Background: an optimization exercise with open tools, aiming at small area and a short achievable clock period. Do not read the settings as production practice.
Only simulation tests tie the RTL to the original design; equivalence was not proved.
Power is estimated from default activity; no workload was simulated.

==> flow/design.v <==
module gs_aoi222 (
    input  logic a0, b0, a1, b1, a2, b2,
    output logic y
);
    assign y = ~((a0 & b0) | (a1 & b1) | (a2 & b2));
endmodule
module gs_nand4 (
    input  logic a, b, c, d,
    output logic y
);
    assign y = ~(a & b & c & d);
endmodule
module gs_nor2 (
    input  logic a, b,
    output logic y
);
    assign y = ~(a | b);
endmodule
module gs_read_part (
    input  logic [191:0] sel,
    input  logic [191:0] d,
    output logic [7:0]   part_n
);
    logic [63:0] l1;
    logic [15:0] l2;
    for (genvar i = 0; i < 64; i++) begin : g_l1
        gs_aoi222 u (.a0(sel[3*i]), .b0(d[3*i]), .a1(sel[3*i+1]), .b1(d[3*i+1]),
                     .a2(sel[3*i+2]), .b2(d[3*i+2]), .y(l1[i]));
    end
    for (genvar i = 0; i < 16; i++) begin : g_l2
        gs_nand4 u (.a(l1[4*i]), .b(l1[4*i+1]), .c(l1[4*i+2]), .d(l1[4*i+3]), .y(l2[i]));
    end
    for (genvar i = 0; i < 8; i++) begin : g_l3
        gs_nor2 u (.a(l2[2*i]), .b(l2[2*i+1]), .y(part_n[i]));
    end
endmodule
module gs_rd_sel_next #(
    parameter int Words = 96
) (
    input  logic               load,       
    input  logic               step,       
    input  logic               new_bank,   
    input  logic [2*Words-1:0] sel_q,
    output logic [2*Words-1:0] sel_d
);
    always_comb begin
        for (int i = 0; i < 2 * Words; i++) begin
            if (load)      sel_d[i] = (i == 2 * (Words - 4) + int'(new_bank));
            else if (step) sel_d[i] = (i + 2 < 2 * Words) ? sel_q[i+2] : 1'b0;
            else           sel_d[i] = sel_q[i];
        end
    end
endmodule
module gs_rd_pipe_next (
    input  logic             pop,
    input  logic             pulse,      
    input  logic [15:0]      w94,        
    input  logic [15:0]      w93,        
    input  logic [8*16-1:0]  tree_n,     
    input  logic [8*16-1:0]  part_q,
    input  logic [15:0]      nxt_q,
    output logic [8*16-1:0]  part_d,
    output logic [15:0]      nxt_d
);
    logic [15:0] part_word;
    always_comb begin
        for (int j = 0; j < 16; j++) part_word[j] = ~&part_q[8*j +: 8];
        for (int j = 0; j < 16; j++) begin
            for (int k = 0; k < 8; k++) begin
                if (pop)        part_d[8*j+k] = tree_n[8*j+k];
                else if (pulse) part_d[8*j+k] = (k == 0) ? ~w93[j] : 1'b1;
                else            part_d[8*j+k] = part_q[8*j+k];
            end
        end
        if (pulse)    nxt_d = pop ? w93 : w94;
        else if (pop) nxt_d = part_word;
        else          nxt_d = nxt_q;
    end
endmodule
module tlc5955_gs_buffer #(
    parameter int DaisyChain = 2,
    parameter int AddrWidth  = 7
) (
    input  logic                 clk,
    input  logic                 reset,
    input  logic                 wr_en,
    input  logic [AddrWidth-1:0] wr_addr,
    input  logic [15:0]          wr_data,
    input  logic                 swap,
    output logic                 swap_pending,
    output logic                 front_bank,
    output logic                 spi_transfer,
    input  logic                 spi_busy,
    input  logic                 next_data,
    output logic [15:0]          data_out,
    output logic                 underrun
);
    localparam int Words  = 48 * DaisyChain;    
    typedef enum logic [1:0] {IDLE, ARM, STREAM} state_t;
    state_t      state_q;
    state_t      state_d;
    logic        start;
    logic        active;
    logic        drained;
    logic        pop;
    logic        last_pop;
    logic        at_zero;            
    logic        at_one;             
    logic        at_two;             
    logic        pulse;              
    logic        fb_int;             
    logic [15:0] ram [2][Words];
    logic [15:0] wr_grp;
    logic [7:0]  wr_sub [2];
    logic [2*Words-1:0] rd_sel_q;    
    logic [2*Words-1:0] rd_sel_d;
    logic [8*16-1:0]    tree_n;      
    logic [8*16-1:0]    part_q;      
    logic [8*16-1:0]    part_d;
    logic [15:0]        nxt_q;       
    logic [15:0]        nxt_d;
    logic [15:0]        w95, w94, w93;
    always_comb begin
        state_d = state_q;
        start   = 1'b0;
        unique case (state_q)
            IDLE: begin
                if (swap_pending || swap) begin
                    start   = 1'b1;
                    state_d = ARM;
                end
            end
            ARM: begin
                if (spi_busy) state_d = STREAM;
            end
            STREAM: begin
                if (!spi_busy) state_d = IDLE;
            end
            default: state_d = IDLE;
        endcase
    end
    always_comb begin
        active   = (state_q != IDLE);
        pop      = next_data && active && !drained;
        last_pop = pop && at_zero;
        w95 = fb_int ? ram[1][Words-1] : ram[0][Words-1];
        w94 = fb_int ? ram[1][Words-2] : ram[0][Words-2];
        w93 = fb_int ? ram[1][Words-3] : ram[0][Words-3];
    end
    always_comb begin
        for (int g = 0; g < 16; g++) wr_grp[g] = wr_en && (wr_addr[6:3] == 4'(g));
        for (int s = 0; s < 8; s++) begin
            wr_sub[0][s] = fb_int && (wr_addr[2:0] == 3'(s));
            wr_sub[1][s] = !fb_int && (wr_addr[2:0] == 3'(s));
        end
    end
    for (genvar b = 0; b < 2; b++) begin : g_bank
        for (genvar w = 0; w < Words; w++) begin : g_word
            always_ff @(posedge clk) begin
                if (wr_grp[w/8] && wr_sub[b][w%8]) ram[b][w] <= wr_data;
            end
        end
    end
    for (genvar j = 0; j < 16; j++) begin : g_rd
        logic [2*Words-1:0] d;
        for (genvar w = 0; w < Words; w++) begin : g_w
            assign d[2*w]   = ram[0][w][j];
            assign d[2*w+1] = ram[1][w][j];
        end
        gs_read_part u_part (.sel(rd_sel_q), .d(d), .part_n(tree_n[8*j +: 8]));
    end
    gs_rd_sel_next #(.Words(Words)) u_sel_next (
        .load(start), .step(pop && !at_zero), .new_bank(!fb_int),
        .sel_q(rd_sel_q), .sel_d(rd_sel_d)
    );
    gs_rd_pipe_next u_pipe_next (
        .pop(pop), .pulse(pulse), .w94(w94), .w93(w93), .tree_n(tree_n),
        .part_q(part_q), .nxt_q(nxt_q), .part_d(part_d), .nxt_d(nxt_d)
    );
    always_ff @(posedge clk) begin
        rd_sel_q <= rd_sel_d;
        part_q   <= part_d;
        nxt_q    <= nxt_d;
        pulse    <= start;
        if (start) begin
            at_two   <= 1'b0;
            at_one   <= 1'b0;
            at_zero  <= 1'b0;
            drained  <= 1'b0;
        end else if (pop) begin
            if (at_zero) drained <= 1'b1;
            else begin
                at_two  <= rd_sel_q[0] || rd_sel_q[1];
                at_one  <= at_two;
                at_zero <= at_one;
            end
        end
    end
    always_ff @(posedge clk) begin
        if (reset) begin
            state_q      <= IDLE;
            front_bank   <= 1'b0;
            fb_int       <= 1'b0;
            swap_pending <= 1'b0;
            spi_transfer <= 1'b0;
            underrun     <= 1'b0;
            data_out     <= '0;
        end else begin
            state_q      <= state_d;
            spi_transfer <= start;
            if (start) begin
                front_bank   <= ~front_bank;
                fb_int       <= ~fb_int;
                swap_pending <= 1'b0;
            end else if (swap) begin
                swap_pending <= 1'b1;
            end
            if (next_data && (!active || drained)) underrun <= 1'b1;
            if (!active || drained || last_pop) data_out <= '0;
            else if (pulse)                     data_out <= pop ? w94 : w95;
            else if (pop)                       data_out <= nxt_q;
        end
    end
endmodule
==> flow/run.sh <==
#!/bin/bash
# synth_recipe.tcl (not shown) runs the flow's synth.tcl, then flattens the netlist and writes it again
# the make line also repeats each setting of config.mk as NAME=value (left out here)
make -C /OpenROAD-flow-scripts/flow DESIGN_CONFIG=/design/flow/config.mk WORK_HOME=/design/flow/orfs CLKGATE_MAP_FILE= SYNTH_SCRIPT=/design/flow/synth_recipe.tcl finish
==> flow/config.mk <==
export PLATFORM = sky130hd
export DESIGN_NAME = tlc5955_gs_buffer
export DESIGN_NICKNAME = tlc5955_gs_buffer
export VERILOG_FILES = /design/flow/design.v
export SDC_FILE = /design/flow/constraint.sdc
export NUM_CORES = 4
export LEC_CHECK = 0
export CAP_MARGIN = 20
export CORE_MARGIN = 2
export CORE_UTILIZATION = 55
export CTS_CLUSTER_DIAMETER = 80
export CTS_CLUSTER_SIZE = 24
export SETUP_SLACK_MARGIN = 2.9
export SLEW_MARGIN = 20
export SYNTH_HIERARCHICAL = 1
export SYNTH_MINIMUM_KEEP_SIZE = 0
==> flow/constraint.sdc <==
create_clock -name core_clock -period 5.2 [get_ports {clk}]
set_input_delay 1.0400 -clock core_clock [delete_from_list [all_inputs] [get_ports {clk}]]
set_output_delay 1.0400 -clock core_clock [all_outputs]
set_load 0.01 [all_outputs]
==> flow_summary_export.csv, run 1 <==
group,metric,value,unit
power_and_ir_drop,leakage,40.70,nW
sta,fin_crit_sh,46.98,%
grt,antenna_found_initial,13,
synth,avgSynthCellArea,19.21,um^2
power_and_ir_drop,swShare,21.44,%
worst_setup_path,worstPathRequired,5.90,ns
outcome,status,"finished clean",
worst_setup_path,rrSetupSlack,2.92,ns
floorplan,pin_count,49,
synth,synth_cells,6244,
cts,insertion_delay,0.87,ns
placed_design,dpl_cell_area,0.1255,mm^2
power_and_ir_drop,internal_power,37.21,mW
routing,viasPerCell,7.012,
routing,vias,67718,
worst_setup_path,worstSetupEndpointType,"flip-flop",
sta,slew_violations,0,
cells_and_area,design_area,0.1337,mm^2
placed_design,dp_hpwl,200200,um
grt,grt_pass1_vias,62294,
power_and_ir_drop,max-vdd-ir-drop,307.2,uV
cts,ctsHoldBuffers,0,
synth,synthArstFlopShare,0,%
synth,ys_seq_area_share,82.98,%
cells_and_area,drive_gt1_share,12.53,%
floorplan,dieHeight,471,um
grt,grt_pass1_wl,472000,um
sta,worst_pin_slew,1.192,ns
synth,ys.flop_type,"edfxtp_1",
worst_setup_path,cp.arrival,3.14,ns
sta,hold_ws,0.4507,ns
sta,slew_headroom,20.54,%
power_and_ir_drop,seq_power_share,64.7,%
synth,synth_nets,6273,
grt,grtUsageTotal,29.78,%
grt,grt-ovfl-total,0,
routing,drt-total-wl,339600,um
floorplan,coreArea,0.2170,mm^2
hold_path,hold_class,"reg2reg",
sta,finalHoldViolCount,0,
synth,synth_edf_count,3072,
routing,drt_iter0_drc,13750,
placed_design,io_buffers,48,
sta,min_period,2.443,ns
cts,clk_path_buf_depth,3,
routing,dr.pass1.iters,9,
sta,skew,0.04573,ns
power_and_ir_drop,combinationalPowerShare,4.2,%
worst_setup_path,startpoint_type,"input port",
sta,fin_tns_setup,0,ns
sta,rsz0062_at_grt,"yes",
power_and_ir_drop,power_per_cell_area,354.4,mW/mm^2
sta,setup_ws,2.757,ns
synth,synth.yosys.warnings,11,
placed_design,preCtsSetupSlack,0.5138,ns
power_and_ir_drop,power.total,47.37,mW
sta,max_freq,409.3,MHz
sta,setup_violations,0,
routing,drc,0,
power_and_ir_drop,switchingPower,10.16,mW
cells_and_area,fin_cells,9657,
synth,ys_types,35,
grt,grt_max_degree,137,
cts,cts_tree,"done",
cts,cts_buffers,165,
worst_setup_path,crit_fanout,5,
floorplan,start_util,55.29,%
power_and_ir_drop,power.share.clock,31.2,%
floorplan,die_x,471,um
synth,ys_seq_elements,3436,
placed_design,post-place-cells,9185,
cts,cts-root-buf,"clkbuf_16",
cts,htree_levels,4,
flow_run,maxCapViolCount,0,
cts,path_clk_slew,0.10,ns
cells_and_area,fin_nets,6692,
placed_design,place_congestion,0.8937,
floorplan,fp-row-count,171,
cts,cts_sinks,3436,
cells_and_area,postLayoutCoreUtil,61.61,%
routing,wl_per_cell,35.16,um
synth,syn_area,0.1200,mm^2
routing,ant_nets,0,
worst_setup_path,worstSetupPathType,"in2reg",
cells_and_area,syn2layout_area_growth,11.43,%
floorplan,dieArea,0.2218,mm^2
Yosys cell counts, types with 18 or more instances:
master / instances / area share [%]
nand2_1: 165 / 0.52
mux2i_1: 221 / 1.8
edfxtp_1: 3072 / 77
o21ai_0: 173 / 0.72
mux2_2: 48 / 0.45
dfxtp_1: 364 / 6.1
o22ai_1: 31 / 0.16
nor2_1: 648 / 2.0
clkbuf_1: 65 / 0.20
nand4_1: 289 / 1.5
buf_12: 22 / 0.37
a222oi_1: 1024 / 8.5
buf_2: 33 / 0.14
nor3_1: 18 / 0.075
power by group through the flow:
| stage | Combinational, mW | Clock, mW | Sequential, mW |
|---|---|---|---|
| final | 1.97 | 14.8 | 30.6 |
| after global routing | 2.05 | 15.9 | 30.6 |
| after CTS | 1.90 | 14.9 | 30.6 |
| after detailed placement | 1.80 | 0 | 31.2 |
| after global placement | 1.76 | 0 | 31.2 |
| after floorplan | 0.849 | 0 | 31.0 |
repair_timing:
item | 4_1_cts | 5_1_grt
gates cloned | 7 | 3
setup endpoints to repair | 3371 | 1240
resized for setup | 244 | 51
pin swaps | 87 | 44
buffers inserted | 117 | 38
per-layer routing:
| layer | vias up | wire (um) | share of wire (%) | global-route usage [%] |
|---|---|---|---|---|
| met1 | 35408 | 135300 | 40 | 44.24 |
| met5 | - | 42 | 0.012 | 0 |
| li1 | 28084 | - | - | - |
| met3 | 343 | 32780 | 9.7 | 4.150 |
| met2 | 3877 | 163100 | 48 | 46.95 |
| met4 | 6 | 8440 | 2.5 | 7.573 |
area by class of cell:
class	instances	area, um^2
sequential	3436	99590
fill	15547	83290
multi-input combinational	2667	20650
timing repair buffer	388	4802
clock buffer	287	4787
tap	2854	3571
clock inverter	17	191.4
inverter	4	45.04
timing repair inverter	1	8.758
antenna	3	7.507
cell usage in the layout, fill, tap and decap left out, drive strengths merged, types with 3 or more instances in the layout:
cell type	count
a21oi	5
clkbuf	305
clkinvlp	4
mux2	48
buf	358
mux2i	221
dfxtp	364
edfxtp	3072
nand2	166
clkdlybuf4s50	7
nor2b	6
nor2	648
clkinv	10
nand3	9
nand4	289
nor3	19
inv	7
o22ai	31
a222oi	1024
o21ai	180
diode	3
xnor2	3
nor3b	5
per-module statistics from Yosys, one instance, submodules excluded, excerpt:
module | flops+latches | cell area [um^2] | times used
gs_aoi222 | 0 | 10.01 | 1024
gs_rd_pipe_next | 0 | 2661 | 1
gs_nand4 | 0 | 6.256 | 256
tlc5955_gs_buffer | 3436 | 101800 | 1
gs_nor2 | 0 | 3.754 | 128
state kept, by name, indices dropped and copies added, names as in the netlist:
name          flops
drained           1
at_zero           1
swap_pending      1
at_two            1
ram            3072
pulse             1
front_bank        1
spi_transfer      1
nxt_q            16
at_one            1
state_q           2
rd_sel_q        192
data_out         16
part_q          128
underrun          1
fb_int            1
worst paths after layout:
| check | startpoint | end | cells past startpoint |
|---|---|---|---|
| hold / removal | at_two | at_one | 2 |
| setup / recovery | next_data | rd_sel_q[38] | 8 |
| hold reg to reg | at_two | at_one | 2 |
| setup reg to reg | state_q[1] | rd_sel_q[38] | 7 |
logic make-up (layout without fill, tap and decap cells):
group | after synthesis | in the layout | synth area share, %
compound gates | 1245 | 1246 | 9.519
flops | 3436 | 3436 | 82.98
simple gates | 1148 | 1149 | 4.280
other cells | 0 | 3 | 0
buf+inv | 143 | 697 | 0.9033
xor+xnor | 3 | 3 | 0.02191
mux | 269 | 269 | 2.295
critical path, stage by stage:
cell	delay, ns
clkdlybuf4s50_1	0.57
clkinvlp_4	0.20
nor3_4	0.29
buf_4	0.22
clkbuf_16	0.24
buf_4	0.28
mux2i_1	0.23
nor2_1	0.07
==> run 2: changes to the inputs <==
--- a/flow/design.v
+++ b/flow/design.v
@@ -108,6 +108,13 @@
     logic        at_one;             
     logic        at_two;             
     logic        pulse;              
+    logic        step;               
+    logic        pop_en_q;
+    logic        step_en_q;
+    logic        drained_d;
+    logic        at_zero_d;
+    logic        at_one_d;
+    logic        at_two_d;
     logic        fb_int;             
     logic [15:0] ram [2][Words];
     logic [15:0] wr_grp;
@@ -141,7 +148,8 @@
     end
     always_comb begin
         active   = (state_q != IDLE);
-        pop      = next_data && active && !drained;
+        pop      = next_data && pop_en_q;
+        step     = next_data && step_en_q;
         last_pop = pop && at_zero;
         w95 = fb_int ? ram[1][Words-1] : ram[0][Words-1];
         w94 = fb_int ? ram[1][Words-2] : ram[0][Words-2];
@@ -170,7 +178,7 @@
         gs_read_part u_part (.sel(rd_sel_q), .d(d), .part_n(tree_n[8*j +: 8]));
     end
     gs_rd_sel_next #(.Words(Words)) u_sel_next (
-        .load(start), .step(pop && !at_zero), .new_bank(!fb_int),
+        .load(start), .step(step), .new_bank(!fb_int),
         .sel_q(rd_sel_q), .sel_d(rd_sel_d)
     );
     gs_rd_pipe_next u_pipe_next (
@@ -182,18 +190,40 @@
         part_q   <= part_d;
         nxt_q    <= nxt_d;
         pulse    <= start;
+    end
+    always_comb begin
+        drained_d = drained;
+        at_two_d  = at_two;
+        at_one_d  = at_one;
+        at_zero_d = at_zero;
         if (start) begin
-            at_two   <= 1'b0;
-            at_one   <= 1'b0;
-            at_zero  <= 1'b0;
-            drained  <= 1'b0;
-        end else if (pop) begin
-            if (at_zero) drained <= 1'b1;
-            else begin
-                at_two  <= rd_sel_q[0] || rd_sel_q[1];
-                at_one  <= at_two;
-                at_zero <= at_one;
-            end
+            drained_d = 1'b0;
+            at_two_d  = 1'b0;
+            at_one_d  = 1'b0;
+            at_zero_d = 1'b0;
+        end else if (last_pop) begin
+            drained_d = 1'b1;
+        end else if (step) begin
+            at_two_d  = rd_sel_q[0] || rd_sel_q[1];
+            at_one_d  = at_two;
+            at_zero_d = at_one;
+        end
+    end
+    always_ff @(posedge clk) begin
+        if (reset) begin
+            drained   <= 1'b0;
+            at_two    <= 1'b0;
+            at_one    <= 1'b0;
+            at_zero   <= 1'b0;
+            pop_en_q  <= 1'b0;
+            step_en_q <= 1'b0;
+        end else begin
+            drained   <= drained_d;
+            at_two    <= at_two_d;
+            at_one    <= at_one_d;
+            at_zero   <= at_zero_d;
+            pop_en_q  <= (state_d != IDLE) && !drained_d;
+            step_en_q <= (state_d != IDLE) && !drained_d && !at_zero_d;
         end
     end
     always_ff @(posedge clk) begin
==> run 2 against run 1 <==
Largest power group unchanged. Still clean. Critical path depth fell by 7. Critical path type is now reg2out. Wire length is 1.2% higher. Via count decreased by 0.12%. Clock skew decreased by 0.019 ns. Sequential cell count is 2 higher.
==> flow_summary_export.csv, run 2 <==
group,metric,value,unit
sta,slew_headroom,28.13,%
synth,ys_types,45,
power_and_ir_drop,leakage,41.00,nW
sta,slew_violations,0,
cells_and_area,final_common_cell,"edfxtp_1",
synth,synth_cells,6219,
routing,drt-total-wl,343600,um
synth,synth_common_cells,"3072 x edfxtp_1, 1024 x a222oi_1, 642 x nor2_1",
synth,netlist.top_cell.by_area,"edfxtp_1",
worst_setup_path,slowest_delay,0.42,ns
floorplan,fp-row-count,171,
cells_and_area,top_regs,"ram (3072), rd_sel_q (192), part_q (128)",
sta,min_period,2.448,ns
hold_path,min_from,"underrun",
worst_setup_path,crit_path_cell_trace,"buf_6",
sta,fin_tns_setup,0,ns
floorplan,coreArea,0.2172,mm^2
cts,ctsHoldBuffers,0,
worst_setup_path,rr_startpoint,"rd_sel_q[93]",
placed_design,dpl_cell_area,0.1257,mm^2
floorplan,start_util,55.31,%
floorplan,dieArea,0.2222,mm^2
grt,grt_max_degree,116,
placed_design,dp_hpwl,205000,um
sta,worst_pin_slew,1.078,ns
cells_and_area,fillers,15327,
worst_setup_path,r2r_end,"part_q[51]",
cts,path_clk_slew,0.10,ns
sta,finalHoldViolCount,0,
hold_path,hold_class,"reg2reg",
worst_setup_path,worstSetupEndpointType,"primary output",
worst_setup_path,crit_fanout,2,
worst_setup_path,critPathBufInv,1,
synth,ys_seq_elements,3438,
grt,grt_pass1_vias,63013,
routing,dr.pass1.iters,11,
sta,rsz0062_at_grt,"yes",
synth,synth_edf_count,3072,
synth,synthArstFlopShare,0,%
worst_setup_path,worstRegToRegCells,5,
synth,synth_top_area_share,76.80,%
synth,ys.flop_type,"edfxtp_1",
cts,cts-root-buf,"clkbuf_16",
sta,fin_crit_sh,47.07,%
worst_setup_path,cp_top_family,"flip-flops",
power_and_ir_drop,max-vdd-ir-drop,392.4,uV
cells_and_area,fin_nets,6683,
floorplan,die_x,471.3,um
worst_setup_path,worstPathRequired,4.16,ns
worst_setup_path,startpoint_type,"flip-flop",
cts,insertion_delay,0.87,ns
routing,viasPerCell,7.010,
grt,grt-ovfl-total,0,
cts,clk_path_buf_depth,3,
placed_design,io_buffers,48,
outcome,status,"finished clean",
power_and_ir_drop,power_per_cell_area,349.3,mW/mm^2
grt,grtUsageTotal,30.15,%
grt,grt_pass1_wl,476000,um
cells_and_area,layout_common_cells,"3072 x edfxtp_1, 1024 x a222oi_1, 448 x nor2_1",
cts,cts_buffers,163,
cells_and_area,syn2layout_area_growth,11.95,%
worst_setup_path,worstSetupPathType,"reg2out",
cts,cts_tree,"done",
floorplan,pin_count,49,
hold_path,hold_path_depth,2,
flow_run,maxCapViolCount,0,
synth,ys_top_cells_by_area,"edfxtp_1 77%, a222oi_1 8.5%, dfxtp_1 6.1%",
routing,drc,0,
cts,cts_sinks,3438,
synth,syn_area,0.1201,mm^2
cts,htree_levels,4,
sta,max_freq,408.6,MHz
worst_setup_path,critical-path-slowest-cell,"dfxtp_4",
synth,synth.yosys.warnings,11,
worst_setup_path,rrSetupSlack,2.88,ns
placed_design,place_congestion,0.8786,
synth,synthMostInstantiatedCell,"edfxtp_1",
cells_and_area,drive_gt1_share,14.06,%
cells_and_area,largest_reg_flops,3072,
routing,wl_per_cell,35.62,um
cells_and_area,top_register,"ram",
sta,skew,0.02671,ns
synth,avgSynthCellArea,19.32,um^2
routing,vias,67634,
hold_path,min_to,"underrun",
synth,ys_seq_area_share,82.90,%
routing,ant_nets,0,
grt,antenna_found_initial,19,
sta,setup_violations,0,
worst_setup_path,cp.arrival,1.41,ns
routing,drt_iter0_drc,14353,
synth,synth_nets,6248,
cells_and_area,design_area,0.1345,mm^2
floorplan,dieHeight,471.3,um
[run 2: cell count changes in the layout (fill, tap and decap cells not counted), sizes merged, moves of 16 or more]
| cell | change |
|---|---|
| o21ai | -31 |
| mux2 | +16 |
| mux4 | +16 |
| and2 | +19 |
| mux2i | -32 |
| o22ai | -16 |
[run 2: power by group]
group / internal, mW / switching [mW]
combinational: 0.479 / 1.32
clock: 6.36 / 8.25
sequential: 30.3 / 0.276
[run 2: modules after synthesis (local to each module, per instance), excerpt]
module | cells | cell area (um^2) | flops+latches
gs_aoi222 | 1 | 10.01 | 0
gs_nor2 | 1 | 3.754 | 0
gs_nand4 | 1 | 6.256 | 0
gs_rd_pipe_next | 550 | 2661 | 0
tlc5955_gs_buffer | 3835 | 102000 | 3438
[run 2: cell type report]
class                           count  area [um^2]  area share [%]
Antenna cell                       10        25.02         0.01861
Clock inverter                     14        138.9          0.1033
Multi-Input combinational cell   2642        21140           15.72
Clock buffer                      281         4742           3.526
Timing Repair Buffer              402         5120           3.807
Timing Repair inverter              2        17.52         0.01303
Tap cell                         2854         3571           2.655
Inverter                            5        45.04         0.03349
Sequential cell                  3438        99680           74.12
[run 2: routing by layer]
layer	track usage [%]	part of all wire, %	up-vias
li1	-	-	28053
met1	45.01	40	35313
met2	47.14	47	3870
met3	4.119	10	394
met4	8.269	3.0	4
met5	0	0.0058	-
[run 2: repair_timing]
item | CTS | global route
gates cloned | 3 | 1
pin swaps | 142 | 55
resized for setup | 296 | 68
endpoints found under the setup margin | 3371 | 1509
buffers inserted | 168 | 34
[run 2: kinds of logic (layout without fill, tap and decap cells)]
logic type / after synthesis / count (layout) / synth area share [%]
muxes: 269 / 269 / 2.506
buffers and inverters: 140 / 704 / 0.8770
xor gates and xnor gates: 1 / 1 / 0.007293
AOI/OAI and AO/OA: 1202 / 1202 / 9.319
DFF: 3438 / 3438 / 82.90
and+or+nand+nor: 1169 / 1170 / 4.395
other: 0 / 10 / 0
[run 2: worst max path at each step]
stage,slack [ns],startpoint,end,cells after the start
after CTS,2.69,data_out[1],data_out[1],1
after global placement,0.91,wr_addr[0],ram[126][11],4
after global routing,2.71,data_out[1],data_out[1],1
final,2.75,data_out[2],data_out[2],1
after detailed placement,0.88,wr_addr[0],ram[126][7],4
after floorplan,2.50,wr_addr[0],ram[102][0],4
[run 2: stage by stage]
stage               hold WS, ns  worst slack [ns]  util (%)  cells  power (mW)
detailed placement       0.4611            0.8759     57.90   9137       32.89
floorplan                0.4519             2.502         -   6219       31.84
CTS                      0.4698             2.689     61.55   9603       47.15
global placement         0.4602            0.9094     57.90   9137       32.85
finish                   0.4638             2.752     61.92   9648       46.97
global route             0.4914             2.708     61.91   9639       48.22
==> run 3: changes to the inputs <==
--- a/flow/design.v
+++ b/flow/design.v
@@ -16,38 +16,44 @@
 );
     assign y = ~(a | b);
 endmodule
+module gs_oai21 (
+    input  logic a, b, c,
+    output logic y
+);
+    assign y = ~((a | b) & c);
+endmodule
 module gs_read_part (
-    input  logic [191:0] sel,
-    input  logic [191:0] d,
+    input  logic [95:0]  sel,        
+    input  logic [1:0]   bank,       
+    input  logic [191:0] d,          
     output logic [7:0]   part_n
 );
     logic [63:0] l1;
     logic [15:0] l2;
     for (genvar i = 0; i < 64; i++) begin : g_l1
-        gs_aoi222 u (.a0(sel[3*i]), .b0(d[3*i]), .a1(sel[3*i+1]), .b1(d[3*i+1]),
-                     .a2(sel[3*i+2]), .b2(d[3*i+2]), .y(l1[i]));
+        gs_aoi222 u (.a0(sel[(3*i) % 96]), .b0(d[3*i]), .a1(sel[(3*i+1) % 96]), .b1(d[3*i+1]),
+                     .a2(sel[(3*i+2) % 96]), .b2(d[3*i+2]), .y(l1[i]));
     end
     for (genvar i = 0; i < 16; i++) begin : g_l2
         gs_nand4 u (.a(l1[4*i]), .b(l1[4*i+1]), .c(l1[4*i+2]), .d(l1[4*i+3]), .y(l2[i]));
     end
     for (genvar i = 0; i < 8; i++) begin : g_l3
-        gs_nor2 u (.a(l2[2*i]), .b(l2[2*i+1]), .y(part_n[i]));
+        gs_oai21 u (.a(l2[2*i]), .b(l2[2*i+1]), .c(bank[i/4]), .y(part_n[i]));
     end
 endmodule
 module gs_rd_sel_next #(
     parameter int Words = 96
 ) (
-    input  logic               load,       
-    input  logic               step,       
-    input  logic               new_bank,   
-    input  logic [2*Words-1:0] sel_q,
-    output logic [2*Words-1:0] sel_d
-);
-    always_comb begin
-        for (int i = 0; i < 2 * Words; i++) begin
-            if (load)      sel_d[i] = (i == 2 * (Words - 4) + int'(new_bank));
-            else if (step) sel_d[i] = (i + 2 < 2 * Words) ? sel_q[i+2] : 1'b0;
-            else           sel_d[i] = sel_q[i];
+    input  logic             load,       
+    input  logic             step,       
+    input  logic             hold,       
+    input  logic [Words-1:0] sel_q,
+    output logic [Words-1:0] sel_d
+);
+    always_comb begin
+        for (int i = 0; i < Words; i++) begin
+            sel_d[i] = (step && i + 1 < Words && sel_q[(i + 1) % Words]) || (hold && sel_q[i])
+                       || (load && i == Words - 4);
         end
     end
 endmodule
@@ -119,8 +125,9 @@
     logic [15:0] ram [2][Words];
     logic [15:0] wr_grp;
     logic [7:0]  wr_sub [2];
-    logic [2*Words-1:0] rd_sel_q;    
-    logic [2*Words-1:0] rd_sel_d;
+    logic [Words-1:0]   rd_sel_q;    
+    logic [Words-1:0]   rd_sel_d;
+    logic [1:0]         rd_bank;
     logic [8*16-1:0]    tree_n;      
     logic [8*16-1:0]    part_q;      
     logic [8*16-1:0]    part_d;
@@ -169,16 +176,17 @@
             end
         end
     end
+    assign rd_bank = {fb_int, !fb_int};
     for (genvar j = 0; j < 16; j++) begin : g_rd
         logic [2*Words-1:0] d;
         for (genvar w = 0; w < Words; w++) begin : g_w
-            assign d[2*w]   = ram[0][w][j];
-            assign d[2*w+1] = ram[1][w][j];
-        end
-        gs_read_part u_part (.sel(rd_sel_q), .d(d), .part_n(tree_n[8*j +: 8]));
+            assign d[w]         = ram[0][w][j];
+            assign d[Words + w] = ram[1][w][j];
+        end
+        gs_read_part u_part (.sel(rd_sel_q), .bank(rd_bank), .d(d), .part_n(tree_n[8*j +: 8]));
     end
     gs_rd_sel_next #(.Words(Words)) u_sel_next (
-        .load(start), .step(step), .new_bank(!fb_int),
+        .load(start), .step(step), .hold(!start && !step),
         .sel_q(rd_sel_q), .sel_d(rd_sel_d)
     );
     gs_rd_pipe_next u_pipe_next (
@@ -204,7 +212,7 @@
         end else if (last_pop) begin
             drained_d = 1'b1;
         end else if (step) begin
-            at_two_d  = rd_sel_q[0] || rd_sel_q[1];
+            at_two_d  = rd_sel_q[0];
             at_one_d  = at_two;
             at_zero_d = at_one;
         end
--- a/flow/config.mk
+++ b/flow/config.mk
@@ -10,7 +10,7 @@
 export CORE_UTILIZATION = 55
 export CTS_CLUSTER_DIAMETER = 80
 export CTS_CLUSTER_SIZE = 24
-export SETUP_SLACK_MARGIN = 2.9
+export SETUP_SLACK_MARGIN = 2.75
 export SLEW_MARGIN = 20
 export SYNTH_HIERARCHICAL = 1
 export SYNTH_MINIMUM_KEEP_SIZE = 0
==> run 3 against run 2 <==
Power is 1.9% lower. Wire length down 4.6%. Die area fell by 3.2%. First-iteration DRC count is 6.1% lower. Sequential cell count fell by 96.
==> flow_summary_export.csv, run 3 <==
group,metric,value,unit
grt,grtUsageTotal,29.76,%
floorplan,start_util,55.42,%
cells_and_area,layout_common_cells,"3072 x edfxtp_1, 1024 x a222oi_1, 291 x nand4_1",
worst_setup_path,crit_path_cell_trace,"clkdlybuf4s18_2 -> nor2b_4 -> nand2_4 -> buf_4 -> nor2_1 -> buf_4",
routing,viasPerCell,7.077,
floorplan,dieHeight,463.8,um
routing,ant_nets,0,
synth,synth_cells,5817,
synth,synthMostInstantiatedCell,"edfxtp_1",
placed_design,dp_hpwl,197000,um
synth,ys_top_cells_by_area,"edfxtp_1 79%, a222oi_1 8.8%, dfxtp_1 4.6%",
sta,hold_ws,0.4500,ns
cts,cts-root-buf,"clkbuf_16",
synth,ys_seq_elements,3342,
worst_setup_path,crit_top_cell,"buf_4",
synth,synth_top_area_share,79.34,%
placed_design,dpl_cell_area,0.1223,mm^2
routing,drc,0,
sta,setup_violations,0,
floorplan,fp-row-count,168,
worst_setup_path,crit_fanout,16,
synth,synth_edf_count,3072,
sta,slew_violations,0,
cts,htree_levels,4,
sta,finalHoldViolCount,0,
synth,synth_nets,5846,
worst_setup_path,cp_top_family,"buffers and inverters",
sta,max_freq,393.3,MHz
power_and_ir_drop,leakage,39.10,nW
grt,grt_max_degree,190,
power_and_ir_drop,max-vdd-ir-drop,402.2,uV
worst_setup_path,slowest_delay,0.45,ns
cells_and_area,top_register,"ram",
placed_design,io_buffers,48,
cells_and_area,fin_nets,6273,
synth,avgSynthCellArea,19.99,um^2
floorplan,die_x,463.8,um
cts,cts_sinks,3342,
sta,rsz0062_at_grt,"yes",
worst_setup_path,worstPathRequired,5.74,ns
cts,path_clk_slew,0.09,ns
grt,antenna_found_initial,19,
sta,fin_crit_sh,48.90,%
floorplan,dieArea,0.2151,mm^2
routing,vias,64874,
cts,cts_tree,"done",
flow_run,maxCapViolCount,0,
floorplan,coreArea,0.2098,mm^2
grt,grt_pass1_vias,60516,
worst_setup_path,critical-path-slowest-cell,"clkdlybuf4s18_2",
sta,fin_tns_setup,0,ns
worst_setup_path,worstSetupEndpointType,"flip-flop",
sta,worst_pin_slew,1.015,ns
synth,ys_seq_area_share,83.99,%
cells_and_area,drive_gt1_share,13.60,%
routing,wl_per_cell,35.76,um
cells_and_area,postLayoutCoreUtil,61.38,%
grt,grt-ovfl-total,0,
worst_setup_path,worstSetupPathType,"in2reg",
floorplan,pin_count,49,
cts,cts_buffers,160,
routing,drt-total-wl,327800,um
cells_and_area,largest_reg_flops,3072,
cells_and_area,syn2layout_area_growth,10.74,%
cells_and_area,design_area,0.1288,mm^2
worst_setup_path,critPathBufInv,3,
sta,min_period,2.543,ns
cts,insertion_delay,0.87,ns
power_and_ir_drop,power_per_cell_area,358.0,mW/mm^2
sta,setup_ws,2.657,ns
routing,drt_iter0_drc,13479,
worst_setup_path,cp.arrival,3.08,ns
synth,syn_area,0.1163,mm^2
hold_path,hold_class,"reg2reg",
routing,dr.pass1.iters,8,
sta,skew,0.03419,ns
cts,clk_path_buf_depth,3,
cells_and_area,fillers,15056,
placed_design,preCtsSetupSlack,0.7450,ns
worst_setup_path,startpoint_type,"input port",
synth,synthArstFlopShare,0,%
synth,ys.flop_type,"edfxtp_1",
sta,slew_headroom,32.31,%
placed_design,place_congestion,0.9004,
cells_and_area,final_common_cell,"edfxtp_1",
grt,grt_pass1_wl,455400,um
synth,synth.yosys.warnings,11,
outcome,status,"finished clean",
synth,ys_types,44,
synth,synth_common_cells,"3072 x edfxtp_1, 1024 x a222oi_1, 327 x nor2_1",
cells_and_area,top_regs,"ram (3072), part_q (128), rd_sel_q (96)",
synth,netlist.top_cell.by_area,"edfxtp_1",
-- run 3: cell count changes after synthesis, sizes merged, moves of 21 or more --
cell    previous run  this run
o21ai            149       279
mux2i            189         0
dfxtp            366       270
clkbuf            65        44
a22o               0        94
nor2             642       327
-- run 3: final cells by class --
type	instances	area [um^2]	share of cell area, %
Clock inverter	17	205.2	0.1594
Antenna cell	3	7.507	0.005830
Clock buffer	260	4644	3.607
Inverter	8	46.29	0.03595
Sequential cell	3342	97790	75.95
Tap cell	2805	3510	2.726
Multi-Input combinational cell	2356	19010	14.76
Timing Repair Buffer	376	3552	2.759
-- run 3: Yosys stat by module, one instance, submodules excluded, excerpt --
module | times used | flip-flops and latches | cells inside | area (um^2)
gs_rd_pipe_next | 1 | 0 | 550 | 2661
gs_nand4 | 256 | 0 | 1 | 6.256
gs_aoi222 | 1024 | 0 | 1 | 10.01
tlc5955_gs_buffer | 1 | 3342 | 3741 | 100100
gs_oai21 | 128 | 0 | 1 | 5.005
-- run 3: kinds of logic after synthesis --
| group | Yosys count | synth area share, % |
|---|---|---|
| flip-flops | 3342 | 83.99 |
| AND/OR/NAND/NOR | 849 | 3.498 |
| buffers and inverters | 121 | 0.6478 |
| XOR/XNOR | 1 | 0.007534 |
| AO/OA/AOI/OAI | 1425 | 10.89 |
| multiplexers | 79 | 0.9717 |
-- run 3: stage by stage --
step	power, mW	std cells
6_report	46.09	9167
5_1_grt	47.28	9165
4_1_cts	46.20	9148
3_5_place_dp	32.13	8821
3_3_place_gp	32.08	8821
2_1_floorplan	31.08	5817
-- run 3: worst paths after layout --
kind         slack (ns)         start  depth (start not counted)     endpoint
max                2.66    wr_addr[2]                          6  ram[124][6]
min                0.45      underrun                          2     underrun
max reg2reg        2.74  rd_sel_q[81]                          6   part_q[79]
min reg2reg        0.45      underrun                          2     underrun
-- run 3: repair_timing --
| item | CTS | global route |
|---|---|---|
| buffers inserted | 49 | 14 |
| setup endpoints to repair | 3045 | 1489 |
| gates cloned | 1 | 2 |
| pin swaps | 41 | 17 |
| hold buffers | 0 | 0 |
| gates resized for setup | 260 | 51 |
-- run 3: metal layers --
layer	part of all wire, %	vias to the layer above	global-route usage [%]	wire [um]
li1	-	26917	-	-
met1	39	33676	44.06	129500
met2	46	3889	44.57	150100
met3	11	390	6.314	36630
met4	3.6	2	9.649	11660
met5	0.0021	-	0	7
-- run 3: power by group --
group | switching, mW | total [mW] | internal, mW | leakage, nW
Clock | 8.06 | 14.4 | 6.36 | 2.34
Combinational | 1.30 | 1.78 | 0.481 | 6.90
Sequential | 0.329 | 29.9 | 29.6 | 29.9
Total | 9.69 | 46.1 | 36.4 | 39.1
-- run 3: worst min-delay path, stage by stage, from the launching register on --
cell and delay, ns:
dfxtp_2 0.32, inv_1 0.04, a21oi_1 0.05
==> run 4: changes to the inputs <==
--- a/flow/config.mk
+++ b/flow/config.mk
@@ -10,7 +10,7 @@
 export CORE_UTILIZATION = 55
 export CTS_CLUSTER_DIAMETER = 80
 export CTS_CLUSTER_SIZE = 24
-export SETUP_SLACK_MARGIN = 2.75
+export SETUP_SLACK_MARGIN = 2.9
 export SLEW_MARGIN = 20
 export SYNTH_HIERARCHICAL = 1
 export SYNTH_MINIMUM_KEEP_SIZE = 0
==> run 4 against run 3 <==
Clock power hardly changed. Critical path type is now reg2out. Via count is 1.3% higher. Critical endpoint is now data_out[13]. Synthesized cell count stayed put.
==> flow_summary_export.csv, run 4 <==
group,metric,value,unit
worst_setup_path,crit_path_end,"data_out[13]",
placed_design,post-place-cells,8779,
cells_and_area,multi_input_area,0.01972,mm^2
cells_and_area,final_common_cell,"edfxtp_1",
worst_setup_path,rrSetupSlack,2.86,ns
sta,worst_pin_slew,1.119,ns
power_and_ir_drop,max-vdd-ir-drop,389.8,uV
cells_and_area,fin_nets,6374,
cts,cts_tree,"done",
hold_path,hold_class,"in2reg",
cells_and_area,layout_common_cells,"3072 x edfxtp_1, 1024 x a222oi_1, 291 x nand4_1",
cells_and_area,top_register,"ram",
worst_setup_path,r2r_end,"part_q[56]",
worst_setup_path,cp_num_cells,1,
sta,setup_ws,2.779,ns
synth,synth_nets,5846,
sta,slew_violations,0,
grt,grt_pass1_wl,463000,um
synth,synth.yosys.warnings,11,
synth,ys_top_cells_by_area,"edfxtp_1 79%, a222oi_1 8.8%, dfxtp_1 4.6%",
power_and_ir_drop,power_per_cell_area,350.4,mW/mm^2
power_and_ir_drop,power.share.clock,31.2,%
sta,finalHoldViolCount,0,
worst_setup_path,worstRegToRegCells,6,
synth,netlist.top_cell.by_area,"edfxtp_1",
synth,synthMostInstantiatedCell,"edfxtp_1",
synth,synthArstFlopShare,0,%
synth,synth_top_area_share,79.34,%
cells_and_area,fillers,14802,
synth,synth_edf_count,3072,
sta,fin_tns_setup,0,ns
worst_setup_path,worstSetupPathType,"reg2out",
cts,ctsHoldBuffers,0,
worst_setup_path,crit_path_cell_trace,"buf_6",
worst_setup_path,worstPathRequired,4.16,ns
routing,viasPerCell,7.066,
hold_path,min_from,"wr_data[4]",
routing,wl_per_cell,35.63,um
sta,setup_violations,0,
synth,synth_common_cells,"3072 x edfxtp_1, 1024 x a222oi_1, 327 x nor2_1",
cells_and_area,fin_cells,9297,
synth,synth_cells,5817,
power_and_ir_drop,power.total,46.11,mW
sta,rsz0062_at_grt,"yes",
cts,insertion_delay,0.86,ns
cts,htree_levels,4,
grt,grt_pass1_vias,61070,
power_and_ir_drop,internal_power,36.33,mW
floorplan,coreArea,0.2098,mm^2
cts,clk_path_buf_depth,3,
routing,dr.pass1.iters,10,
cts,cts_buffers,160,
grt,grtUsageTotal,30.12,%
grt,grt_max_degree,139,
worst_setup_path,cp.arrival,1.38,ns
worst_setup_path,cp_top_family,"flip-flops",
placed_design,io_buffers,48,
synth,ys_seq_area_share,83.99,%
sta,max_freq,413.1,MHz
grt,grt-ovfl-total,0,
sta,min_period,2.421,ns
sta,fin_crit_sh,46.55,%
worst_setup_path,slowest_delay,0.40,ns
sta,slew_headroom,25.43,%
worst_setup_path,crit_fanout,2,
routing,drc,0,
floorplan,pin_count,49,
synth,syn_area,0.1163,mm^2
routing,drt-total-wl,331300,um
synth,avgSynthCellArea,19.99,um^2
worst_setup_path,critical-path-slowest-cell,"dfxtp_4",
worst_setup_path,worstSetupEndpointType,"primary output",
floorplan,fp-row-count,168,
grt,antenna_found_initial,10,
routing,drt_iter0_drc,14470,
power_and_ir_drop,combinationalPowerShare,4.1,%
cts,cts-root-buf,"clkbuf_16",
floorplan,dieHeight,463.8,um
floorplan,die_x,463.8,um
placed_design,place_congestion,0.9070,
synth,ys_seq_elements,3342,
cells_and_area,syn2layout_area_growth,13.18,%
cts,path_clk_slew,0.10,ns
cells_and_area,largest_reg_flops,3072,
placed_design,dp_hpwl,201300,um
floorplan,dieArea,0.2151,mm^2
cells_and_area,top_regs,"ram (3072), part_q (128), rd_sel_q (96)",
outcome,status,"finished clean",
power_and_ir_drop,swShare,21.19,%
power_and_ir_drop,leakage,39.96,nW
synth,ys.flop_type,"edfxtp_1",
flow_run,maxCapViolCount,0,
cells_and_area,seq_area,0.09780,mm^2
worst_setup_path,critPathBufInv,1,
cells_and_area,drive_gt1_share,16.46,%
power_and_ir_drop,seq_power_share,64.7,%
power_and_ir_drop,switchingPower,9.772,mW
routing,ant_nets,0,
worst_setup_path,cp-startpoint,"data_out[13]",
cells_and_area,postLayoutCoreUtil,62.73,%
placed_design,preCtsSetupSlack,0.9403,ns
floorplan,start_util,55.42,%
worst_setup_path,rr_startpoint,"rd_sel_q[5]",
worst_setup_path,startpoint_type,"flip-flop",
routing,vias,65694,
synth,ys_types,44,
sta,skew,0.04559,ns
cts,cts_sinks,3342,
==> run 4: cell counts after synthesis <==
No cell type changed its count.
==> run 4: timing repair <==
item,CTS,global route
setup endpoints to repair,3307,520
setup buffers,179,24
resized for setup,304,107
cloned,2,4
pin swaps,140,65
==> run 4: area by class of cell <==
type,instances,share of cell area (%)
Sequential cell,3342,74.32
Clock buffer,285,3.592
Tap cell,2805,2.667
Timing Repair Buffer,478,4.278
Clock inverter,15,0.1065
Antenna cell,9,0.01711
Multi-Input combinational cell,2355,14.98
Inverter,8,0.03518
==> run 4: logic make-up after synthesis <==
group	after synthesis	share of synthesized area (%)
flops	3342	83.99
compound gates	1425	10.89
simple gates	849	3.498
buf+inv	121	0.6478
mux	79	0.9717
xor+xnor	1	0.007534
==> run 4: worst min-delay path by stage <==
stage               cells after the start     endpoint
floorplan                               2       at_one
global placement                        2     underrun
detailed placement                      2     underrun
CTS                                     1  ram[146][4]
global route                            1  ram[146][4]
finish                                  1  ram[146][4]
==> run 4: metrics by stage <==
stage | area, um^2 | hold WS [ns]
after global placement | 122600 | 0.4471
after detailed placement | 122600 | 0.4519
after CTS | 130900 | 0.3932
after floorplan | 117700 | 0.4431
after global routing | 131600 | 0.4014
final | 131600 | 0.4419
==> run 4: per-layer routing <==
layer | share of wire (%) | GRT usage [%] | vias up
met4 | 2.5 | 7.161 | 2
met3 | 11 | 4.642 | 325
li1 | - | - | 27142
met1 | 40 | 45.99 | 34186
met2 | 47 | 46.15 | 4039
met5 | 0.0021 | 0 | -
==> run 4: modules after synthesis, one instance, submodules excluded, a selection <==
module             times used  flip-flops and latches  area, um^2  cells inside
tlc5955_gs_buffer           1                    3342      100100          3741
gs_oai21                  128                       0       5.005             1
gs_rd_pipe_next             1                       0        2661           550
gs_nand4                  256                       0       6.256             1
gs_aoi222                1024                       0       10.01             1
==> run 4: power groups by stage <==
stage / clock (mW) / sequential [mW] / combinational [mW]
after global routing: 15.4 / 29.8 / 1.99
after CTS: 14.5 / 29.8 / 1.83
after global placement: 0 / 30.5 / 1.67
after detailed placement: 0 / 30.5 / 1.70
after floorplan: 0 / 30.3 / 0.801
final: 14.4 / 29.8 / 1.88
==> run 5: changes to the inputs <==
--- a/flow/design.v
+++ b/flow/design.v
@@ -53,7 +53,7 @@
     always_comb begin
         for (int i = 0; i < Words; i++) begin
             sel_d[i] = (step && i + 1 < Words && sel_q[(i + 1) % Words]) || (hold && sel_q[i])
-                       || (load && i == Words - 4);
+                       || (load && i == Words - 3);
         end
     end
 endmodule
@@ -61,26 +61,18 @@
     input  logic             pop,
     input  logic             pulse,      
     input  logic [15:0]      w94,        
-    input  logic [15:0]      w93,        
     input  logic [8*16-1:0]  tree_n,     
     input  logic [8*16-1:0]  part_q,
-    input  logic [15:0]      nxt_q,
-    output logic [8*16-1:0]  part_d,
-    output logic [15:0]      nxt_d
-);
-    logic [15:0] part_word;
-    always_comb begin
-        for (int j = 0; j < 16; j++) part_word[j] = ~&part_q[8*j +: 8];
+    output logic [8*16-1:0]  part_d
+);
+    always_comb begin
         for (int j = 0; j < 16; j++) begin
             for (int k = 0; k < 8; k++) begin
                 if (pop)        part_d[8*j+k] = tree_n[8*j+k];
-                else if (pulse) part_d[8*j+k] = (k == 0) ? ~w93[j] : 1'b1;
+                else if (pulse) part_d[8*j+k] = (k == 0) ? ~w94[j] : 1'b1;
                 else            part_d[8*j+k] = part_q[8*j+k];
             end
         end
-        if (pulse)    nxt_d = pop ? w93 : w94;
-        else if (pop) nxt_d = part_word;
-        else          nxt_d = nxt_q;
     end
 endmodule
 module tlc5955_gs_buffer #(
@@ -112,7 +104,6 @@
     logic        last_pop;
     logic        at_zero;            
     logic        at_one;             
-    logic        at_two;             
     logic        pulse;              
     logic        step;               
     logic        pop_en_q;
@@ -120,7 +111,6 @@
     logic        drained_d;
     logic        at_zero_d;
     logic        at_one_d;
-    logic        at_two_d;
     logic        fb_int;             
     logic [15:0] ram [2][Words];
     logic [15:0] wr_grp;
@@ -131,9 +121,8 @@
     logic [8*16-1:0]    tree_n;      
     logic [8*16-1:0]    part_q;      
     logic [8*16-1:0]    part_d;
-    logic [15:0]        nxt_q;       
-    logic [15:0]        nxt_d;
-    logic [15:0]        w95, w94, w93;
+    logic [15:0]        part_word;   
+    logic [15:0]        w95, w94;
     always_comb begin
         state_d = state_q;
         start   = 1'b0;
@@ -160,7 +149,7 @@
         last_pop = pop && at_zero;
         w95 = fb_int ? ram[1][Words-1] : ram[0][Words-1];
         w94 = fb_int ? ram[1][Words-2] : ram[0][Words-2];
-        w93 = fb_int ? ram[1][Words-3] : ram[0][Words-3];
+        for (int j = 0; j < 16; j++) part_word[j] = ~&part_q[8*j +: 8];
     end
     always_comb begin
         for (int g = 0; g < 16; g++) wr_grp[g] = wr_en && (wr_addr[6:3] == 4'(g));
@@ -190,44 +179,38 @@
         .sel_q(rd_sel_q), .sel_d(rd_sel_d)
     );
     gs_rd_pipe_next u_pipe_next (
-        .pop(pop), .pulse(pulse), .w94(w94), .w93(w93), .tree_n(tree_n),
-        .part_q(part_q), .nxt_q(nxt_q), .part_d(part_d), .nxt_d(nxt_d)
+        .pop(pop), .pulse(pulse), .w94(w94), .tree_n(tree_n),
+        .part_q(part_q), .part_d(part_d)
     );
     always_ff @(posedge clk) begin
         rd_sel_q <= rd_sel_d;
         part_q   <= part_d;
-        nxt_q    <= nxt_d;
         pulse    <= start;
     end
     always_comb begin
         drained_d = drained;
-        at_two_d  = at_two;
         at_one_d  = at_one;
         at_zero_d = at_zero;
         if (start) begin
             drained_d = 1'b0;
-            at_two_d  = 1'b0;
             at_one_d  = 1'b0;
             at_zero_d = 1'b0;
         end else if (last_pop) begin
             drained_d = 1'b1;
         end else if (step) begin
-            at_two_d  = rd_sel_q[0];
-            at_one_d  = at_two;
+            at_one_d  = rd_sel_q[0];
             at_zero_d = at_one;
         end
     end
     always_ff @(posedge clk) begin
         if (reset) begin
             drained   <= 1'b0;
-            at_two    <= 1'b0;
             at_one    <= 1'b0;
             at_zero   <= 1'b0;
             pop_en_q  <= 1'b0;
             step_en_q <= 1'b0;
         end else begin
             drained   <= drained_d;
-            at_two    <= at_two_d;
             at_one    <= at_one_d;
             at_zero   <= at_zero_d;
             pop_en_q  <= (state_d != IDLE) && !drained_d;
@@ -256,7 +239,7 @@
             if (next_data && (!active || drained)) underrun <= 1'b1;
             if (!active || drained || last_pop) data_out <= '0;
             else if (pulse)                     data_out <= pop ? w94 : w95;
-            else if (pop)                       data_out <= nxt_q;
-        end
-    end
-endmodule
+            else if (pop)                       data_out <= part_word;
+        end
+    end
+endmodule
--- a/flow/config.mk
+++ b/flow/config.mk
@@ -7,9 +7,10 @@
 export LEC_CHECK = 0
 export CAP_MARGIN = 20
 export CORE_MARGIN = 2
-export CORE_UTILIZATION = 55
+export CORE_UTILIZATION = 65
 export CTS_CLUSTER_DIAMETER = 80
 export CTS_CLUSTER_SIZE = 24
+export PLACE_DENSITY = 0.75
 export SETUP_SLACK_MARGIN = 2.9
 export SLEW_MARGIN = 20
 export SYNTH_HIERARCHICAL = 1
==> run 5 against run 4 <==
Still clean. Area after synthesis down 0.67%. Wire length down 3.4%. Critical path depth up 5. Sequential cell count down 17. Register-to-register slack worse by 0.12 ns. Die area down 16%. Worst setup slack worse by 0.042 ns. Critical path type is now reg2reg. Largest cell class unchanged.
==> flow_summary_export.csv, run 5 <==
group,metric,value,unit
outcome,status,"finished clean",
cells_and_area,design_area,0.1306,mm^2
worst_setup_path,worstSetupEndpointType,"flip-flop",
hold_path,min_from,"underrun",
cells_and_area,top_register,"ram",
routing,wl_per_cell,36.48,um
cts,htree_levels,4,
worst_setup_path,worstRegToRegCells,6,
routing,drc,0,
cts,clk_path_buf_depth,3,
floorplan,start_util,65.50,%
worst_setup_path,crit_fanout,7,
hold_path,hold_path_depth,2,
synth,ys_seq_area_share,84.26,%
floorplan,fp-row-count,154,
placed_design,dpl_cell_area,0.1211,mm^2
cts,cts_tree,"done",
power_and_ir_drop,power.share.clock,31.0,%
sta,slew_violations,0,
floorplan,pin_count,49,
power_and_ir_drop,seq_power_share,65.2,%
cts,insertion_delay,0.85,ns
synth,synthArstFlopShare,0,%
power_and_ir_drop,power_per_cell_area,348.0,mW/mm^2
worst_setup_path,critical-path-slowest-cell,"a222oi_1",
grt,grt-ovfl-total,0,
power_and_ir_drop,combinationalPowerShare,3.9,%
sta,fin_tns_setup,0,ns
synth,synth_cells,5740,
synth,avgSynthCellArea,20.12,um^2
cells_and_area,drive_gt1_share,16.10,%
placed_design,io_buffers,48,
worst_setup_path,rr_startpoint,"rd_sel_q[93]",
floorplan,coreArea,0.1763,mm^2
routing,dr.pass1.iters,14,
cells_and_area,largest_reg_flops,3072,
routing,drt-total-wl,319900,um
routing,viasPerCell,7.644,
placed_design,place_congestion,0.9848,
cts,cts-root-buf,"clkbuf_16",
cts,path_clk_slew,0.10,ns
power_and_ir_drop,internal_power,36.01,mW
grt,grt_max_degree,110,
worst_setup_path,startpoint_type,"flip-flop",
power_and_ir_drop,switchingPower,9.437,mW
worst_setup_path,slowest_delay,0.84,ns
sta,worst_pin_slew,1.238,ns
synth,synth_common_cells,"3072 x edfxtp_1, 1024 x a222oi_1, 327 x nor2_1",
grt,grt_pass1_wl,445600,um
sta,fin_crit_sh,47.36,%
cts,cts_sinks,3325,
synth,synth_top_area_share,79.88,%
synth,ys_top_cells_by_area,"edfxtp_1 80%, a222oi_1 8.9%, dfxtp_1 4.4%",
sta,slew_headroom,17.50,%
floorplan,dieArea,0.1811,mm^2
synth,ys_types,45,
synth,netlist.top_cell.by_area,"edfxtp_1",
flow_run,maxCapViolCount,0,
synth,ys_seq_elements,3325,
grt,grtUsageTotal,34.59,%
floorplan,dieHeight,425.5,um
sta,finalHoldViolCount,0,
cts,ctsHoldBuffers,0,
synth,synth.yosys.warnings,11,
synth,synth_nets,5769,
synth,ys.flop_type,"edfxtp_1",
placed_design,dp_hpwl,186900,um
worst_setup_path,cp-startpoint,"rd_sel_q[93]",
hold_path,hold_class,"reg2reg",
sta,setup_violations,0,
routing,ant_nets,0,
worst_setup_path,cp.arrival,3.25,ns
cells_and_area,top_regs,"ram (3072), part_q (128), rd_sel_q (96)",
synth,syn_area,0.1155,mm^2
worst_setup_path,worstSetupPathType,"reg2reg",
grt,grt_pass1_vias,62282,
cells_and_area,layout_common_cells,"3072 x edfxtp_1, 1024 x a222oi_1, 290 x nand4_1",
floorplan,die_x,425.5,um
synth,synthMostInstantiatedCell,"edfxtp_1",
power_and_ir_drop,leakage,39.85,nW
sta,max_freq,406.1,MHz
sta,min_period,2.463,ns
routing,vias,67032,
routing,drt_iter0_drc,16455,
power_and_ir_drop,max-vdd-ir-drop,343.0,uV
cells_and_area,fin_nets,6334,
sta,skew,0.02901,ns
grt,antenna_found_initial,6,
worst_setup_path,crit_path_cell_trace,"buf_12 -> a222oi_1 -> nand4_1 -> o21ai_2 -> nand2_1 -> o21ai_1",
cells_and_area,final_common_cell,"edfxtp_1",
synth,synth_edf_count,3072,
worst_setup_path,worstPathRequired,5.98,ns
power_and_ir_drop,swShare,20.77,%
cells_and_area,syn2layout_area_growth,13.07,%
cts,cts_buffers,158,
sta,rsz0062_at_grt,"yes",
==> run 5: cell types whose count changed after synthesis, sizes merged, moves of 17 or more <==
cell,delta
buf,+19
o21ai,-35
nor2b,+29
clkbuf,-24
mux2,-31
nand2,-33
dfxtp,-17
==> run 5: path summary, 6_finish.rpt <==
| check | end | slack [ns] |
|---|---|---|
| worst min register to register | underrun | 0.47 |
| worst max-delay path | part_q[7] | 2.74 |
| worst min-delay path | underrun | 0.47 |
| worst max register to register | part_q[7] | 2.74 |
==> run 5: final cells by class <==
class,count,area (um^2)
fill,9644,45730
tap,2340,2928
clock buffer,264,4574
timing repair buffer,511,6175
inverter,5,47.55
clock inverter,14,168.9
sequential,3325,97450
multi-input combinational,2304,19220
antenna,6,15.01
==> run 5: per-layer routing <==
| layer | up-vias | share of wire (%) | track usage, % |
|---|---|---|---|
| met5 | - | 0.019 | 0 |
| met4 | 8 | 4.9 | 15.09 |
| met3 | 719 | 15 | 7.987 |
| met2 | 5788 | 46 | 51.90 |
| met1 | 33625 | 34 | 49.53 |
| li1 | 26892 | - | - |
==> run 5: timing repair <==
action / CTS / global route
pin swaps: 146 / 94
setup buffers: 183 / 65
cloned: 1 / 9
gates resized for setup: 267 / 116
endpoints found under the setup margin: 3224 / 1068
==> run 5: power by group through the flow <==
stage,sequential [mW],clock [mW],combinational [mW]
5_1_grt,29.6,15.0,1.81
3_3_place_gp,30.2,0,1.48
4_1_cts,29.6,14.0,1.62
2_1_floorplan,30.1,0,0.671
3_5_place_dp,30.2,0,1.52
6_report,29.6,14.1,1.76
==> run 5: logic make-up after synthesis <==
group | after synthesis | synth area share (%)
flops | 3325 | 84.26
mux | 48 | 0.4507
simple gates | 848 | 3.604
buf+inv | 113 | 0.6511
xor+xnor | 1 | 0.007585
compound gates | 1405 | 11.02
==> run 5: per-module statistics from Yosys, one instance, submodules excluded, a selection <==
module | cell area (um^2) | flip-flops and latches | copies in the design | cells inside
gs_aoi222 | 10.01 | 0 | 1024 | 1
gs_nand4 | 6.256 | 0 | 256 | 1
gs_oai21 | 5.005 | 0 | 128 | 1
gs_rd_pipe_next | 2153 | 0 | 1 | 444
tlc5955_gs_buffer | 99820 | 3325 | 1 | 3770
==> run 5: metrics by stage <==
stage | utilization [%] | hold slack (ns) | total power [mW] | cells | worst slack [ns]
after CTS | 73.22 | 0.4717 | 45.26 | 8688 | 2.736
after detailed placement | 68.69 | 0.4559 | 31.75 | 8226 | 1.094
final | 74.06 | 0.4684 | 45.45 | 8769 | 2.737
after floorplan | - | 0.4632 | 30.79 | 5740 | 2.542
after global placement | 68.69 | 0.4367 | 31.70 | 8226 | 1.152
after global routing | 74.06 | 0.4873 | 46.40 | 8763 | 2.768
==> run 5: critical path, delay by kind of cell (launching register included) <==
| family | cells | cell delay (ns) |
|---|---|---|
| AO/OA/AOI/OAI | 3 | 1.24 |
| buffers and inverters | 1 | 0.14 |
| flip-flops | 1 | 0.38 |
| AND/OR/NAND/NOR | 2 | 0.62 |
==> run 6: changes to the inputs <==
--- a/flow/config.mk
+++ b/flow/config.mk
@@ -7,10 +7,9 @@
 export LEC_CHECK = 0
 export CAP_MARGIN = 20
 export CORE_MARGIN = 2
-export CORE_UTILIZATION = 65
-export CTS_CLUSTER_DIAMETER = 80
-export CTS_CLUSTER_SIZE = 24
-export PLACE_DENSITY = 0.75
+export CORE_UTILIZATION = 55
+export CTS_CLUSTER_DIAMETER = 100
+export CTS_CLUSTER_SIZE = 30
 export SETUP_SLACK_MARGIN = 2.9
 export SLEW_MARGIN = 20
 export SYNTH_HIERARCHICAL = 1
==> run 6 against run 5 <==
Critical path depth down 5. Area after synthesis stayed put. Non-clock buffer count is 6 lower. Global-route usage shrank 4.0 points. Wire length grew 3.7%. Cell count up 4.8%. Via count down 3.1%. Largest cell class unchanged.
==> flow_summary_export.csv, run 6 <==
group,metric,value,unit
placed_design,dpl_cell_area,0.1218,mm^2
worst_setup_path,slowest_delay,0.42,ns
synth,netlist.top_cell.by_area,"edfxtp_1",
outcome,status,"finished clean",
synth,synthMostInstantiatedCell,"edfxtp_1",
worst_setup_path,worstPathRequired,4.16,ns
sta,skew,0.02778,ns
routing,drt-total-wl,331800,um
routing,ant_nets,0,
flow_run,maxCapViolCount,0,
routing,wl_per_cell,36.12,um
grt,grtUsageTotal,30.59,%
sta,fin_tns_setup,0,ns
synth,synth_nets,5769,
routing,vias,64963,
floorplan,dieHeight,462.2,um
grt,grt-ovfl-total,0,
placed_design,dp_hpwl,199200,um
floorplan,coreArea,0.2092,mm^2
synth,synthArstFlopShare,0,%
cells_and_area,fillers,14563,
sta,finalHoldViolCount,0,
worst_setup_path,startpoint_type,"flip-flop",
cells_and_area,drive_gt1_share,16.08,%
cells_and_area,layout_common_cells,"3072 x edfxtp_1, 1024 x a222oi_1, 290 x nand4_1",
sta,hold_ws,0.4640,ns
cells_and_area,multi_input_area,0.01929,mm^2
cts,cts-root-buf,"clkbuf_16",
cells_and_area,top_regs,"ram (3072), part_q (128), rd_sel_q (96)",
sta,max_freq,413.2,MHz
power_and_ir_drop,max-vdd-ir-drop,385.4,uV
synth,avgSynthCellArea,20.12,um^2
cts,ctsHoldBuffers,0,
power_and_ir_drop,power.total,44.39,mW
sta,worst_pin_slew,1.024,ns
synth,syn_area,0.1155,mm^2
cells_and_area,top_register,"ram",
cts,htree_levels,4,
cts,cts_tree,"done",
worst_setup_path,critPathBufInv,1,
routing,drc,0,
worst_setup_path,worstSetupPathType,"reg2out",
power_and_ir_drop,power_per_cell_area,340.0,mW/mm^2
synth,synth.yosys.warnings,11,
worst_setup_path,critical-path-slowest-cell,"dfxtp_4",
grt,antenna_found_initial,6,
placed_design,post-place-cells,8700,
sta,min_period,2.420,ns
cts,path_clk_slew,0.12,ns
sta,fin_crit_sh,46.55,%
cells_and_area,postLayoutCoreUtil,62.42,%
routing,viasPerCell,7.072,
synth,ys_types,45,
synth,synth_top_area_share,79.88,%
floorplan,start_util,55.22,%
sta,rsz0062_at_grt,"yes",
routing,drt_iter0_drc,13765,
cells_and_area,final_common_cell,"edfxtp_1",
sta,setup_ws,2.780,ns
placed_design,place_congestion,0.9680,
worst_setup_path,cp.arrival,1.38,ns
synth,ys_seq_area_share,84.26,%
placed_design,preCtsSetupSlack,1.008,ns
synth,ys.flop_type,"edfxtp_1",
worst_setup_path,cp_top_family,"flip-flops",
hold_path,hold_class,"reg2reg",
cells_and_area,syn2layout_area_growth,13.04,%
grt,grt_max_degree,137,
cts,cts_sinks,3325,
cells_and_area,fin_cells,9186,
floorplan,pin_count,49,
floorplan,die_x,462.2,um
cts,insertion_delay,0.84,ns
floorplan,dieArea,0.2137,mm^2
cells_and_area,seq_area,0.09747,mm^2
routing,dr.pass1.iters,13,
grt,grt_pass1_vias,59890,
synth,ys_seq_elements,3325,
cells_and_area,fin_nets,6301,
synth,synth_cells,5740,
worst_setup_path,crit_fanout,2,
power_and_ir_drop,leakage,39.47,nW
cts,clk_path_buf_depth,3,
grt,grt_pass1_wl,458800,um
cells_and_area,design_area,0.1305,mm^2
cells_and_area,largest_reg_flops,3072,
sta,setup_violations,0,
worst_setup_path,crit_path_cell_trace,"buf_6",
floorplan,fp-row-count,168,
sta,slew_violations,0,
synth,synth_edf_count,3072,
worst_setup_path,worstSetupEndpointType,"primary output",
synth,synth_common_cells,"3072 x edfxtp_1, 1024 x a222oi_1, 327 x nor2_1",
cts,cts_buffers,131,
placed_design,io_buffers,48,
sta,slew_headroom,31.75,%
synth,ys_top_cells_by_area,"edfxtp_1 80%, a222oi_1 8.9%, dfxtp_1 4.4%",
[run 6: cell count changes in the layout (fill, tap and decap cells not counted), moves of 6 or more]
cell / before / now
buf_4: 276 / 264
buf_6: 58 / 45
clkbuf_1: 95 / 81
clkbuf_16: 176 / 145
clkbuf_8: 1 / 15
dfxtp_1: 208 / 199
nor2_4: 152 / 146
o21ai_1: 102 / 87
o21ai_2: 45 / 57
[run 6: cells by family after synthesis]
group                     Yosys count  share of synthesized area, %
and+or+nand+nor                   848                         3.604
buffers and inverters             113                        0.6511
AOI/OAI and AO/OA                1405                         11.02
muxes                              48                        0.4507
xor gates and xnor gates            1                      0.007585
DFF                              3325                         84.26
[run 6: layout make-up]
type | count | share of cell area, %
multi-input cells | 2304 | 14.78
clock buffers | 222 | 2.927
inverters | 5 | 0.02588
clock inverters | 14 | 0.1208
well taps | 2805 | 2.688
diodes | 6 | 0.01150
flip-flops and latches | 3325 | 74.66
repair buffers | 505 | 4.783
[run 6: metal layers]
layer	global-route usage (%)	share of wire (%)	vias up
met5	0	0.0078	-
met3	5.035	10	422
li1	-	-	26839
met2	47.05	46	4005
met4	9.437	3.5	4
met1	45.38	40	33693
[run 6: Yosys stat by module, one instance, submodules excluded, a selection]
module | cell area (um^2) | flip-flops and latches | cells inside | copies in the design
gs_aoi222 | 10.01 | 0 | 1 | 1024
gs_nand4 | 6.256 | 0 | 1 | 256
gs_oai21 | 5.005 | 0 | 1 | 128
gs_rd_pipe_next | 2153 | 0 | 444 | 1
tlc5955_gs_buffer | 99820 | 3325 | 3770 | 1
[run 6: worst paths after layout]
kind	from	slack [ns]	cells after the start	to
worst max register to register	rd_sel_q[81]	2.82	6	part_q[59]
worst max-delay path	data_out[3]	2.78	1	data_out[3]
worst min-delay path	underrun	0.46	2	underrun
worst min register to register	underrun	0.46	2	underrun
[run 6: power breakdown]
part           total [mW]  switching, mW  leakage [nW]  internal (mW)
sequential           29.6          0.269          29.7           29.4
clock                13.0           7.80          1.90           5.22
combinational        1.72           1.29          7.84          0.432
total                44.4           9.36          39.5           35.0
[run 6: repair_timing]
item | in CTS | in global routing
pin swaps | 160 | 74
buffers inserted | 185 | 45
resized for setup | 313 | 129
gates cloned | 5 | 9
setup endpoints to repair | 3307 | 1230

## separate check: timing with driven ports
No port has a modelled driver above. Below, the same layouts with a new extraction and two added sets of constraints.
Step 1 (the two cells are an assumption about what drives the block):
set clk [get_ports {clk}]
set_driving_cell -lib_cell sky130_fd_sc_hd__clkbuf_16 $clk
set_driving_cell -lib_cell sky130_fd_sc_hd__buf_2 [delete_from_list [all_inputs] $clk]
Step 2, shift: input delay + t, output delay - t, t = (earliest + latest rising clock arrival at the registers) / 2. This alone moves slack from input paths to output paths.
Three values: ideal ports, drivers, drivers and shift; two values: the first two.
run	t, ns	setup WS [ns]	worst setup path at the end	slew at the worst register clock pin (ns)	worst data-port slew with drivers (ns)
run 1	0.932	2.757 / 2.725 / 1.889	input to register	0.10 / 0.10	0.11
run 2	0.954	2.752 / 2.648 / 1.863	input to register	0.10 / 0.10	0.16
run 3	0.937	2.657 / 2.703 / 1.774	input to register	0.10 / 0.10	0.19
run 4	0.929	2.779 / 2.693 / 1.881	input to register	0.10 / 0.10	0.19
run 5	0.930	2.737 / 2.685 / 1.856	input to register	0.10 / 0.10	0.16
run 6	0.919	2.780 / 2.695 / 1.924	input to register	0.12 / 0.12	0.13
After both steps setup and hold are still met in every run listed. The setup slack of run 4, which loses most, moves by -0.086 ns with the drivers and by -0.898 ns with both steps.
